Background: an optimization exercise with open tools, aiming at small area, a short achievable clock period and few clock cycles per item. Do not read the settings as production practice.
No functional check of the RTL was part of this run.

`design/flow/design.v`:
```
`timescale 1ns / 1ps
package lfpd_pkg;
    localparam int SENSOR_W = 8;
    localparam int GAIN_W   = 8;
    localparam int POS_W    = 4;
    localparam int ERR_W    = 5;
    localparam int ACC_W    = 16;
    localparam int DUTY_W   = 10;
    localparam int CFG_IDX_W = 3;
    localparam logic [CFG_IDX_W-1:0] REG_KP_GAIN     = 3'd0;
    localparam logic [CFG_IDX_W-1:0] REG_KI_GAIN     = 3'd1;
    localparam logic [CFG_IDX_W-1:0] REG_KD_GAIN     = 3'd2;
    localparam logic [CFG_IDX_W-1:0] REG_TOP_SPEED   = 3'd3;
    localparam logic [CFG_IDX_W-1:0] REG_FLOOR_SPEED = 3'd4;
    localparam logic [GAIN_W-1:0] KP_RESET  = 8'd10;
    localparam logic [GAIN_W-1:0] KI_RESET  = 8'd0;
    localparam logic [GAIN_W-1:0] KD_RESET  = 8'd5;
    localparam logic [GAIN_W-1:0] MAX_RESET = 8'd255;
    localparam logic [GAIN_W-1:0] MIN_RESET = 8'd0;
    localparam logic [DUTY_W-1:0] LOST_LEFT_LDUTY  = 10'd150;
    localparam logic [DUTY_W-1:0] LOST_LEFT_RDUTY  = 10'd185;
    localparam logic [DUTY_W-1:0] LOST_RIGHT_LDUTY = 10'd180;
    localparam logic [DUTY_W-1:0] LOST_RIGHT_RDUTY = 10'd155;
    localparam logic signed [ACC_W-1:0] LEFT_TRIM  = 16'sd5;
    localparam logic signed [ACC_W-1:0] TURN_BIAS  = 16'sd15;
    localparam logic signed [6:0]       STEP_BIAS  = 7'sd20;
    localparam logic [15:0]             DIV10_RECIP = 16'd52429;
    localparam int                      DIV10_SHIFT = 19;
    localparam int QUEUE_DEPTH = 2;
    localparam int QUEUE_AW    = $clog2(QUEUE_DEPTH);
    typedef struct packed {
        logic [GAIN_W-1:0] kp_gain;
        logic [GAIN_W-1:0] ki_gain;
        logic [GAIN_W-1:0] kd_gain;
        logic [GAIN_W-1:0] top_speed;
        logic [GAIN_W-1:0] floor_speed;
    } cfg_t;
    typedef enum logic [1:0] {
        CMD_PID,
        CMD_LOST_LEFT,
        CMD_LOST_RIGHT
    } cmd_t;
    typedef struct packed {
        cmd_t             cmd;
        logic [POS_W-1:0] position;
        logic             left_rev;
        logic             right_rev;
    } item_t;
    typedef enum logic [2:0] {
        BK_IDLE,
        BK_PROD,
        BK_DIV_I,
        BK_DIV_P,
        BK_DIV_D,
        BK_MUL,
        BK_DUTY
    } back_state_t;
endpackage
`timescale 1ns / 1ps
module lfpd_front (
    input  logic                            aclk,
    input  logic                            aresetn,
    input  logic                            s_valid,
    output logic                            s_ready,
    input  logic [lfpd_pkg::SENSOR_W-1:0]   s_sensor_bits,
    output logic                            push_valid,
    input  logic                            push_ready,
    output lfpd_pkg::item_t                 push_item
);
    localparam logic [lfpd_pkg::SENSOR_W-1:0] ALL_DARK = 8'hFF;
    logic [lfpd_pkg::POS_W-1:0] position_reg, position_next;
    logic             left_rev_reg, left_rev_next;
    logic             right_rev_reg, right_rev_next;
    logic             hit;
    logic [lfpd_pkg::POS_W-1:0] dec_pos;
    logic             all_dark;
    logic             pos_neg;
    logic             pos_pos;
    lfpd_pkg::cmd_t             cmd;
    always_comb begin
        hit     = 1'b1;
        dec_pos = '0;
        unique case (s_sensor_bits)
            8'hFE:        dec_pos = 4'(-7);
            8'hF8, 8'hFC: dec_pos = 4'(-6);
            8'hFD:        dec_pos = 4'(-5);
            8'hF1, 8'hF9: dec_pos = 4'(-4);
            8'hFB:        dec_pos = 4'(-3);
            8'hE3, 8'hF3: dec_pos = 4'(-2);
            8'hF7:        dec_pos = 4'(-1);
            8'hE7:        dec_pos = 4'd0;
            8'hEF:        dec_pos = 4'd1;
            8'hC7, 8'hCF: dec_pos = 4'd2;
            8'hDF:        dec_pos = 4'd3;
            8'h8F, 8'h9F: dec_pos = 4'd4;
            8'hBF:        dec_pos = 4'd5;
            8'h1F, 8'h3F: dec_pos = 4'd6;
            8'h7F:        dec_pos = 4'd7;
            default:      hit = 1'b0;
        endcase
    end
    assign all_dark = (s_sensor_bits == ALL_DARK);
    assign pos_neg  = position_reg[lfpd_pkg::POS_W-1];
    assign pos_pos  = !position_reg[lfpd_pkg::POS_W-1] && (position_reg != '0);
    always_comb begin
        position_next  = hit ? dec_pos : position_reg;
        left_rev_next  = hit ? 1'b0 : left_rev_reg;
        right_rev_next = hit ? 1'b0 : right_rev_reg;
        cmd            = lfpd_pkg::CMD_PID;
        if (all_dark && pos_neg) begin
            cmd           = lfpd_pkg::CMD_LOST_LEFT;
            left_rev_next = 1'b1;
        end else if (all_dark && pos_pos) begin
            cmd            = lfpd_pkg::CMD_LOST_RIGHT;
            right_rev_next = 1'b1;
        end
    end
    assign push_valid          = s_valid;
    assign s_ready             = push_ready;
    assign push_item.cmd       = cmd;
    assign push_item.position  = position_next;
    assign push_item.left_rev  = left_rev_next;
    assign push_item.right_rev = right_rev_next;
    always_ff @(posedge aclk) begin
        if (!aresetn) begin
            position_reg  <= '0;
            left_rev_reg  <= 1'b0;
            right_rev_reg <= 1'b0;
        end else if (s_valid && s_ready) begin
            position_reg  <= position_next;
            left_rev_reg  <= left_rev_next;
            right_rev_reg <= right_rev_next;
        end
    end
endmodule
`timescale 1ns / 1ps
module lfpd_queue (
    input  logic             aclk,
    input  logic             aresetn,
    input  logic             push_valid,
    output logic             push_ready,
    input  lfpd_pkg::item_t  push_item,
    output logic             pop_valid,
    input  logic             pop_en,
    output lfpd_pkg::item_t  pop_item
);
    logic [7:0] entries_reg [lfpd_pkg::QUEUE_DEPTH];
    logic [lfpd_pkg::QUEUE_AW-1:0] wr_ptr_reg;
    logic [lfpd_pkg::QUEUE_AW-1:0] rd_ptr_reg;
    logic [lfpd_pkg::QUEUE_AW:0]   count_reg;
    logic                do_push;
    logic                do_pop;
    assign push_ready = (count_reg != (lfpd_pkg::QUEUE_AW + 1)'(lfpd_pkg::QUEUE_DEPTH));
    assign pop_valid  = (count_reg != '0);
    assign pop_item   = entries_reg[rd_ptr_reg];
    assign do_push    = push_valid && push_ready;
    assign do_pop     = pop_en && pop_valid;
    always_ff @(posedge aclk) begin
        if (do_push) begin
            entries_reg[wr_ptr_reg] <= push_item;
        end
    end
    always_ff @(posedge aclk) begin
        if (!aresetn) begin
            wr_ptr_reg <= '0;
            rd_ptr_reg <= '0;
            count_reg  <= '0;
        end else begin
            if (do_push) begin
                wr_ptr_reg <= wr_ptr_reg + 1'b1;
            end
            if (do_pop) begin
                rd_ptr_reg <= rd_ptr_reg + 1'b1;
            end
            if (do_push && !do_pop) begin
                count_reg <= count_reg + 1'b1;
            end else if (do_pop && !do_push) begin
                count_reg <= count_reg - 1'b1;
            end
        end
    end
endmodule
`timescale 1ns / 1ps
module lfpd_back (
    input  logic                                  aclk,
    input  logic                                  aresetn,
    input  lfpd_pkg::cfg_t                        cfg,
    input  logic                                  q_valid,
    output logic                                  q_pop,
    input  lfpd_pkg::item_t                       q_item,
    output logic                                  m_valid,
    input  logic                                  m_ready,
    output logic signed [lfpd_pkg::DUTY_W-1:0]    m_left_duty,
    output logic signed [lfpd_pkg::DUTY_W-1:0]    m_right_duty,
    output logic                                  m_left_reverse,
    output logic                                  m_right_reverse,
    output logic                                  m_line_lost,
    output logic signed [lfpd_pkg::POS_W-1:0]     m_line_position
);
    function automatic logic signed [lfpd_pkg::ACC_W-1:0] div10_trunc(
        input logic signed [lfpd_pkg::ACC_W-1:0] x
    );
        logic        neg;
        logic [16:0] mag;
        logic [32:0] prod;
        logic [15:0] q;
        neg  = x[lfpd_pkg::ACC_W-1];
        mag  = neg ? (17'd0 - {x[lfpd_pkg::ACC_W-1], x}) : {1'b0, x};
        prod = 33'(mag) * 33'(lfpd_pkg::DIV10_RECIP);
        q    = 16'(prod[32:lfpd_pkg::DIV10_SHIFT]);
        div10_trunc = neg ? $signed(16'd0 - q) : $signed(q);
    endfunction
    function automatic logic signed [lfpd_pkg::ACC_W-1:0] clamp_duty(
        input logic signed [lfpd_pkg::ACC_W-1:0] v,
        input logic signed [lfpd_pkg::ACC_W-1:0] lo,
        input logic signed [lfpd_pkg::ACC_W-1:0] hi
    );
        logic signed [lfpd_pkg::ACC_W-1:0] t;
        t = (v < lo) ? lo : v;
        clamp_duty = (t > hi) ? hi : t;
    endfunction
    lfpd_pkg::back_state_t state_reg, state_next;
    logic        load_item;
    logic        out_load;
    logic        out_free;
    lfpd_pkg::item_t                   item_reg;
    logic signed [lfpd_pkg::ACC_W-1:0] integral_reg;
    logic signed [lfpd_pkg::POS_W-1:0] prev_error_reg;
    logic signed [11:0]      p_raw_reg;
    logic signed [12:0]      d_raw_reg;
    logic signed [lfpd_pkg::ACC_W-1:0] iprod_reg;
    logic signed [lfpd_pkg::ACC_W-1:0] mv_reg, mv_next;
    logic signed [lfpd_pkg::ACC_W-1:0] prod_a_reg;
    logic signed [lfpd_pkg::ACC_W-1:0] prod_b_reg;
    logic                    m_valid_reg;
    logic signed [lfpd_pkg::DUTY_W-1:0] left_duty_reg, left_duty_next;
    logic signed [lfpd_pkg::DUTY_W-1:0] right_duty_reg, right_duty_next;
    logic                     left_rev_reg, right_rev_reg, lost_reg;
    logic signed [lfpd_pkg::POS_W-1:0]  position_reg;
    logic signed [lfpd_pkg::ERR_W-1:0] err;
    logic signed [8:0]       kp_s, ki_s, kd_s;
    logic signed [13:0]      p_full;
    logic signed [lfpd_pkg::ACC_W-1:0] isum;
    logic signed [24:0]      i_full;
    logic signed [5:0]       err_diff;
    logic signed [14:0]      d_full;
    logic signed [lfpd_pkg::ACC_W-1:0] div_in;
    logic signed [lfpd_pkg::ACC_W-1:0] div_q;
    logic signed [8:0]  speed_diff;
    logic signed [8:0]  speed_adj;
    logic signed [5:0]  step;
    logic signed [6:0]  step_m20;
    logic signed [22:0] a_full;
    logic signed [21:0] b_full;
    logic signed [lfpd_pkg::ACC_W-1:0] ceil_s, floor_s, l16, r16;
    assign out_free = !m_valid_reg || m_ready;
    always_comb begin
        state_next = state_reg;
        unique case (state_reg)
            lfpd_pkg::BK_IDLE: begin
                if (q_valid) begin
                    state_next = (q_item.cmd == lfpd_pkg::CMD_PID) ? lfpd_pkg::BK_PROD : lfpd_pkg::BK_DUTY;
                end
            end
            lfpd_pkg::BK_PROD:  state_next = lfpd_pkg::BK_DIV_I;
            lfpd_pkg::BK_DIV_I: state_next = lfpd_pkg::BK_DIV_P;
            lfpd_pkg::BK_DIV_P: state_next = lfpd_pkg::BK_DIV_D;
            lfpd_pkg::BK_DIV_D: state_next = lfpd_pkg::BK_MUL;
            lfpd_pkg::BK_MUL:   state_next = lfpd_pkg::BK_DUTY;
            lfpd_pkg::BK_DUTY: begin
                if (out_free) begin
                    state_next = lfpd_pkg::BK_IDLE;
                end
            end
            default:  state_next = lfpd_pkg::BK_IDLE;
        endcase
    end
    always_comb begin
        load_item = 1'b0;
        out_load  = 1'b0;
        unique case (state_reg)
            lfpd_pkg::BK_IDLE: load_item = q_valid;
            lfpd_pkg::BK_DUTY: out_load  = out_free;
            default: begin
                load_item = 1'b0;
                out_load  = 1'b0;
            end
        endcase
    end
    assign q_pop = load_item;
    assign err      = -$signed({item_reg.position[lfpd_pkg::POS_W-1], item_reg.position});
    assign kp_s     = $signed({1'b0, cfg.kp_gain});
    assign ki_s     = $signed({1'b0, cfg.ki_gain});
    assign kd_s     = $signed({1'b0, cfg.kd_gain});
    assign p_full   = kp_s * err;
    assign isum     = integral_reg + lfpd_pkg::ACC_W'(err);
    assign i_full   = isum * ki_s;
    assign err_diff = 6'(err) - 6'(prev_error_reg);
    assign d_full   = err_diff * kd_s;
    always_comb begin
        case (state_reg)
            lfpd_pkg::BK_DIV_P: div_in = lfpd_pkg::ACC_W'(p_raw_reg);
            lfpd_pkg::BK_DIV_D: div_in = lfpd_pkg::ACC_W'(d_raw_reg);
            default:  div_in = iprod_reg;
        endcase
    end
    assign div_q   = div10_trunc(div_in);
    assign mv_next = (state_reg == lfpd_pkg::BK_DIV_I) ? div_q : mv_reg + div_q;
    assign speed_diff = $signed({1'b0, cfg.top_speed}) - $signed({1'b0, cfg.floor_speed});
    assign speed_adj  = speed_diff + (speed_diff[8] ? 9'sd7 : 9'sd0);
    assign step       = speed_adj[8:3];
    assign step_m20   = 7'(step) - lfpd_pkg::STEP_BIAS;
    assign a_full     = step_m20 * mv_reg;
    assign b_full     = step * mv_reg;
    assign ceil_s  = $signed(lfpd_pkg::ACC_W'(cfg.top_speed) + 16'd1);
    assign floor_s = $signed(lfpd_pkg::ACC_W'(cfg.floor_speed));
    always_comb begin
        if (mv_reg == '0) begin
            l16 = ceil_s - lfpd_pkg::LEFT_TRIM;
            r16 = ceil_s;
        end else if (!mv_reg[lfpd_pkg::ACC_W-1]) begin
            r16 = clamp_duty(ceil_s - prod_a_reg, floor_s, ceil_s);
            l16 = clamp_duty(ceil_s - prod_b_reg - lfpd_pkg::TURN_BIAS - lfpd_pkg::LEFT_TRIM, floor_s, ceil_s);
        end else begin
            l16 = clamp_duty(ceil_s + prod_a_reg, floor_s, ceil_s);
            r16 = clamp_duty(ceil_s + prod_b_reg - lfpd_pkg::TURN_BIAS, floor_s, ceil_s);
        end
    end
    always_comb begin
        case (item_reg.cmd)
            lfpd_pkg::CMD_LOST_LEFT: begin
                left_duty_next  = lfpd_pkg::LOST_LEFT_LDUTY;
                right_duty_next = lfpd_pkg::LOST_LEFT_RDUTY;
            end
            lfpd_pkg::CMD_LOST_RIGHT: begin
                left_duty_next  = lfpd_pkg::LOST_RIGHT_LDUTY;
                right_duty_next = lfpd_pkg::LOST_RIGHT_RDUTY;
            end
            default: begin
                left_duty_next  = l16[lfpd_pkg::DUTY_W-1:0];
                right_duty_next = r16[lfpd_pkg::DUTY_W-1:0];
            end
        endcase
    end
    always_ff @(posedge aclk) begin
        if (!aresetn) begin
            state_reg      <= lfpd_pkg::BK_IDLE;
            m_valid_reg    <= 1'b0;
            integral_reg   <= '0;
            prev_error_reg <= '0;
        end else begin
            state_reg <= state_next;
            if (out_load) begin
                m_valid_reg <= 1'b1;
            end else if (m_ready) begin
                m_valid_reg <= 1'b0;
            end
            if (state_reg == lfpd_pkg::BK_PROD) begin
                prev_error_reg <= err[lfpd_pkg::POS_W-1:0];
            end
            if (state_reg == lfpd_pkg::BK_DIV_I) begin
                integral_reg <= div_q;
            end
        end
    end
    always_ff @(posedge aclk) begin
        if (load_item) begin
            item_reg <= q_item;
        end
        if (state_reg == lfpd_pkg::BK_PROD) begin
            p_raw_reg <= p_full[11:0];
            d_raw_reg <= d_full[12:0];
            iprod_reg <= i_full[lfpd_pkg::ACC_W-1:0];
        end
        if (state_reg == lfpd_pkg::BK_DIV_I || state_reg == lfpd_pkg::BK_DIV_P || state_reg == lfpd_pkg::BK_DIV_D) begin
            mv_reg <= mv_next;
        end
        if (state_reg == lfpd_pkg::BK_MUL) begin
            prod_a_reg <= a_full[lfpd_pkg::ACC_W-1:0];
            prod_b_reg <= b_full[lfpd_pkg::ACC_W-1:0];
        end
        if (out_load) begin
            left_duty_reg  <= left_duty_next;
            right_duty_reg <= right_duty_next;
            left_rev_reg   <= item_reg.left_rev;
            right_rev_reg  <= item_reg.right_rev;
            lost_reg       <= (item_reg.cmd != lfpd_pkg::CMD_PID);
            position_reg   <= $signed(item_reg.position);
        end
    end
    assign m_valid         = m_valid_reg;
    assign m_left_duty     = left_duty_reg;
    assign m_right_duty    = right_duty_reg;
    assign m_left_reverse  = left_rev_reg;
    assign m_right_reverse = right_rev_reg;
    assign m_line_lost     = lost_reg;
    assign m_line_position = position_reg;
endmodule
`timescale 1ns / 1ps
module line_follow_pid_drive (
    input  logic                                  aclk,
    input  logic                                  aresetn,
    input  logic                                  cfg_wr_en,
    input  logic [lfpd_pkg::CFG_IDX_W-1:0]        cfg_index,
    input  logic [lfpd_pkg::GAIN_W-1:0]           cfg_wdata,
    input  logic                                  s_valid,
    output logic                                  s_ready,
    input  logic [lfpd_pkg::SENSOR_W-1:0]         s_sensor_bits,
    output logic                                  m_valid,
    input  logic                                  m_ready,
    output logic signed [lfpd_pkg::DUTY_W-1:0]    m_left_duty,
    output logic signed [lfpd_pkg::DUTY_W-1:0]    m_right_duty,
    output logic                                  m_left_reverse,
    output logic                                  m_right_reverse,
    output logic                                  m_line_lost,
    output logic signed [lfpd_pkg::POS_W-1:0]     m_line_position
);
    lfpd_pkg::cfg_t  cfg_reg;
    always_ff @(posedge aclk) begin
        if (!aresetn) begin
            cfg_reg.kp_gain     <= lfpd_pkg::KP_RESET;
            cfg_reg.ki_gain     <= lfpd_pkg::KI_RESET;
            cfg_reg.kd_gain     <= lfpd_pkg::KD_RESET;
            cfg_reg.top_speed   <= lfpd_pkg::MAX_RESET;
            cfg_reg.floor_speed <= lfpd_pkg::MIN_RESET;
        end else if (cfg_wr_en) begin
            unique case (cfg_index)
                lfpd_pkg::REG_KP_GAIN:     cfg_reg.kp_gain     <= cfg_wdata;
                lfpd_pkg::REG_KI_GAIN:     cfg_reg.ki_gain     <= cfg_wdata;
                lfpd_pkg::REG_KD_GAIN:     cfg_reg.kd_gain     <= cfg_wdata;
                lfpd_pkg::REG_TOP_SPEED:   cfg_reg.top_speed   <= cfg_wdata;
                lfpd_pkg::REG_FLOOR_SPEED: cfg_reg.floor_speed <= cfg_wdata;
                default:         cfg_reg             <= cfg_reg;
            endcase
        end
    end
    logic  push_valid;
    logic  push_ready;
    lfpd_pkg::item_t push_item;
    lfpd_front u_front (
        .aclk          (aclk),
        .aresetn       (aresetn),
        .s_valid       (s_valid),
        .s_ready       (s_ready),
        .s_sensor_bits (s_sensor_bits),
        .push_valid    (push_valid),
        .push_ready    (push_ready),
        .push_item     (push_item)
    );
    logic  pop_valid;
    logic  pop_en;
    lfpd_pkg::item_t pop_item;
    lfpd_queue u_queue (
        .aclk       (aclk),
        .aresetn    (aresetn),
        .push_valid (push_valid),
        .push_ready (push_ready),
        .push_item  (push_item),
        .pop_valid  (pop_valid),
        .pop_en     (pop_en),
        .pop_item   (pop_item)
    );
    lfpd_back u_back (
        .aclk            (aclk),
        .aresetn         (aresetn),
        .cfg             (cfg_reg),
        .q_valid         (pop_valid),
        .q_pop           (pop_en),
        .q_item          (pop_item),
        .m_valid         (m_valid),
        .m_ready         (m_ready),
        .m_left_duty     (m_left_duty),
        .m_right_duty    (m_right_duty),
        .m_left_reverse  (m_left_reverse),
        .m_right_reverse (m_right_reverse),
        .m_line_lost     (m_line_lost),
        .m_line_position (m_line_position)
    );
endmodule
```
`design/flow/constraint.sdc`:
```
create_clock -name core_clock -period 12.0 [get_ports {aclk}]
set_input_delay 2.4000 -clock core_clock [delete_from_list [all_inputs] [get_ports {aclk}]]
set_output_delay 2.4000 -clock core_clock [all_outputs]
set_load 0.01 [all_outputs]
```
`design/flow/run.sh`:
```
#!/bin/bash
# synth_recipe.tcl (not shown) runs the flow's synth.tcl, then flattens the netlist and writes it again
# the make line also repeats each setting of config.mk as NAME=value (left out here)
make -C /OpenROAD-flow-scripts/flow DESIGN_CONFIG=/design/flow/config.mk WORK_HOME=/design/flow/orfs CLKGATE_MAP_FILE= SYNTH_SCRIPT=/design/flow/synth_recipe.tcl finish
```
`design/flow/config.mk`:
```
export PLATFORM = sky130hd
export DESIGN_NAME = line_follow_pid_drive
export DESIGN_NICKNAME = line_follow_pid_drive
export VERILOG_FILES = /design/flow/design.v
export SDC_FILE = /design/flow/constraint.sdc
export NUM_CORES = 4
export LEC_CHECK = 0
export CAP_MARGIN = 20
export CORE_MARGIN = 2
export CORE_UTILIZATION = 40
export SLEW_MARGIN = 20
```
==> reports/results.tsv <==
metric	value	unit
outcome	timing/DRC/antenna clean	
rr_endpoint	u_back.mv_reg[13]	
drt_wl_total	84400	µm
dieArea	81600	µm²
fill_cells	7679	
track_usage	0.208	
antenna_found_initial	3	
finalInstanceArea	34500	µm²
synth_area_leaders	fa_1, ha_1, edfxtp_1, inv_1, dfxtp_1	
ys_types	97	
synth_top_area_cell	fa_1	
first_global_vias	24600	
drtIter0Drc	1405	
numCtsBuffers	27	
muxShareOfSynthArea	0.0214	
clk_latency	0.58	ns
htree_levels	1	
synth_ff_type	edfxtp_1	
regToRegSetupSlack	0.75	ns
ys_seq_elements	212	
dp_hpwl	69000	µm
synth-simple-area-share	0.166	
max_cap_violations	0	
min_path_cells	0	
grt_pass1_wl	135000	µm
place.gp.congestion	0.949	
r2r_cells	37	
drc	0	
clockBufferDepth	3	
ys_seq_area_frac	0.177	
cts_root_buffer	clkbuf_16	
cts_sinks	212	
tns	0	ns
cts_hold_buffers	0	
wire_per_inst	18.1	µm
grt_max_degree	43	
finalClockSkew	0.0155	ns
drt.antenna.violating_nets	0	
async_reset_ff_frac	0	
startpoint_type	flop	
yosys_warnings	4	
crit_buf_inv	4	
overflow	0	
tightestPinTransition	1.01	ns
avgSynthCellArea	8.91	µm²
fin_crit	11.25	ns
drive_above_1_share	0.0501	
rsz0062_at_grt	false	
portBuffers	52	
finalSetupViolations	0	
yosys.area_share.xor_xnor	0.0626	
seq_area	5630	µm²
cpPeakStageDelay	0.56	ns
cp-end-kind	flop	
cp_max_fo	14	
fin_crit_sh	0.938	
cp_slowest_cell	dfxtp_1	
synth_top_family_by_area	adder cells	
hold_class	reg -> reg	
num_vias	24400	
hold_violations	0	
netlist_instances	3564	
cts_tree	built	
r2r_start	u_back.state_reg[2]	
post_cts_resized	0	
area_growth	8.64	%
path_clk_slew	0.06	ns
largest_reg_flops	40	
max_freq	88.9	MHz
start_util	0.403	
crit_arrival	11.56	ns
viasPerCell	5.24	
crit_family	simple AND/OR/NAND/NOR gates	
utilization	0.438	
rows	103	
synth_top_area_frac	0.187	
critPathRequiredTime	12.31	ns
synth_edf_count	138	
core_region_area	78700	µm²
netlist_area	31700	µm²
hp-start	u_back.item_reg[1]	
holdPathEnd	u_back.left_rev_reg	
cts_setup_buffers	0	
slew_violations	0	
synth_compound_area_frac	0.127	
placed_cell_area	33600	µm²
multiInputGateArea	23800	µm²
n_antenna_cell	0	
worst-setup-path-type	reg -> reg	
nNetsFinal	4374	
pin_count	53	
drtPass1Iterations	5	
maxSlewHeadroom	0.328	
synthAdderAreaFrac	0.370	
fp.dieH	286	µm
fp.dieW	286	µm
[routing by layer]
layer | track usage | routed length [µm] | part of all wire | vias to the layer above
met2 | 0.371 | 41700 | 0.49 | 501
met4 | 0.0560 | 2420 | 0.029 | 0
met5 | 0 | 0 | 0 | -
met1 | 0.265 | 36900 | 0.44 | 11800
met3 | 0.0238 | 3390 | 0.040 | 126
li1 | - | - | - | 12000
[cells in the mapped netlist (all sizes together), types with 8 or more instances]
library cell / count
o221ai: 13
o31ai: 15
o211ai: 12
nor3b: 12
mux2: 31
a31oi: 17
and3: 23
o21ai: 135
dfxtp: 74
o21bai: 29
mux2i: 33
or2: 25
clkbuf: 91
nand4: 17
o21a: 28
a21oi: 184
a21o: 43
and2: 141
nand2b: 63
xor2: 64
inv: 544
nor2b: 85
or3: 27
nand2: 319
ha: 462
nor3: 61
o22ai: 9
a221o: 8
nand3: 54
fa: 297
xnor2: 154
a211oi: 28
nor2: 192
edfxtp: 138
nor4: 13
[kinds of logic after synthesis]
| logic type | after synthesis |
|---|---|
| AND/OR/NAND/NOR | 1054 |
| adder cells (fa/ha/maj) | 760 |
| buffers and inverters | 644 |
| AO/OA/AOI/OAI | 608 |
| XOR/XNOR | 220 |
| flip-flops | 212 |
| multiplexers | 64 |
| other | 2 |
[cell type report]
class,count,area share
well taps,1050,0.0381
inverters,546,0.0594
clock inverters,15,0.00540
flip-flops and latches,212,0.163
clock buffers,35,0.0217
multi-input cells,2714,0.689
repair buffers,90,0.0234
[metrics by stage]
step           std cells  hold WS (ns)  setup WS (ns)
2_1_floorplan       3570         0.400           2.08
6_report            4662         0.419          0.748
5_1_grt             4662         0.425         0.0410
4_1_cts             4662         0.420          0.530
3_3_place_gp        4612         0.403          0.714
3_5_place_dp        4612         0.406          0.574
[worst max-delay path by stage]
stage | start | to | cells after the start
global route | u_back.state_reg[2] | u_back.mv_reg[13] | 37
finish | u_back.state_reg[2] | u_back.mv_reg[13] | 37
CTS | u_back.state_reg[0] | u_back.mv_reg[13] | 37
detailed placement | u_back.state_reg[0] | u_back.mv_reg[15] | 40
global placement | u_back.state_reg[0] | u_back.mv_reg[15] | 38
floorplan | u_back.state_reg[0] | u_back.mv_reg[15] | 41
[cells in the final DEF (no fill, tap or decap), types with 43 or more instances in the layout]
master and count:
clkdlybuf4s50_1 52, nor3_1 60, edfxtp_1 138, nand3_1 53
a21o_1 43, o21ai_0 129, nand2b_1 63, ha_1 462
xor2_1 61, fa_1 297, nor2b_1 85, dfxtp_1 73
and2_1 141, a21oi_1 182, nand2_1 319, nor2_1 189
xnor2_1 152, inv_1 542

## afterwards: timing with drivers on the ports
No port has a modelled driver above. Below, the same layout with a new extraction and two added sets of constraints. Step 1 sets driving cells, clkbuf_16 on the clock port and buf_2 on the other inputs (assumed; they add their load-dependent delay and slew). Step 2 times the ports against the registers' clock, not the clock port: input delays grow and output delays shrink by t, the midpoint of the rising clock arrivals with the driver on. Three values: no drivers, after step 1, after step 2; two values: the first two.
t (ns): 0.639
slack for setup (ns): 0.748 / 0.748 / 0.748
worst hold slack (ns): 0.419 / 0.419 / 0.419
latest minus earliest clock arrival (ns): 0.015 / 0.016
After both steps setup and hold are still met in this run. The setup slack of this run moves by 0.000 ns with the drivers and by 0.000 ns with both steps.
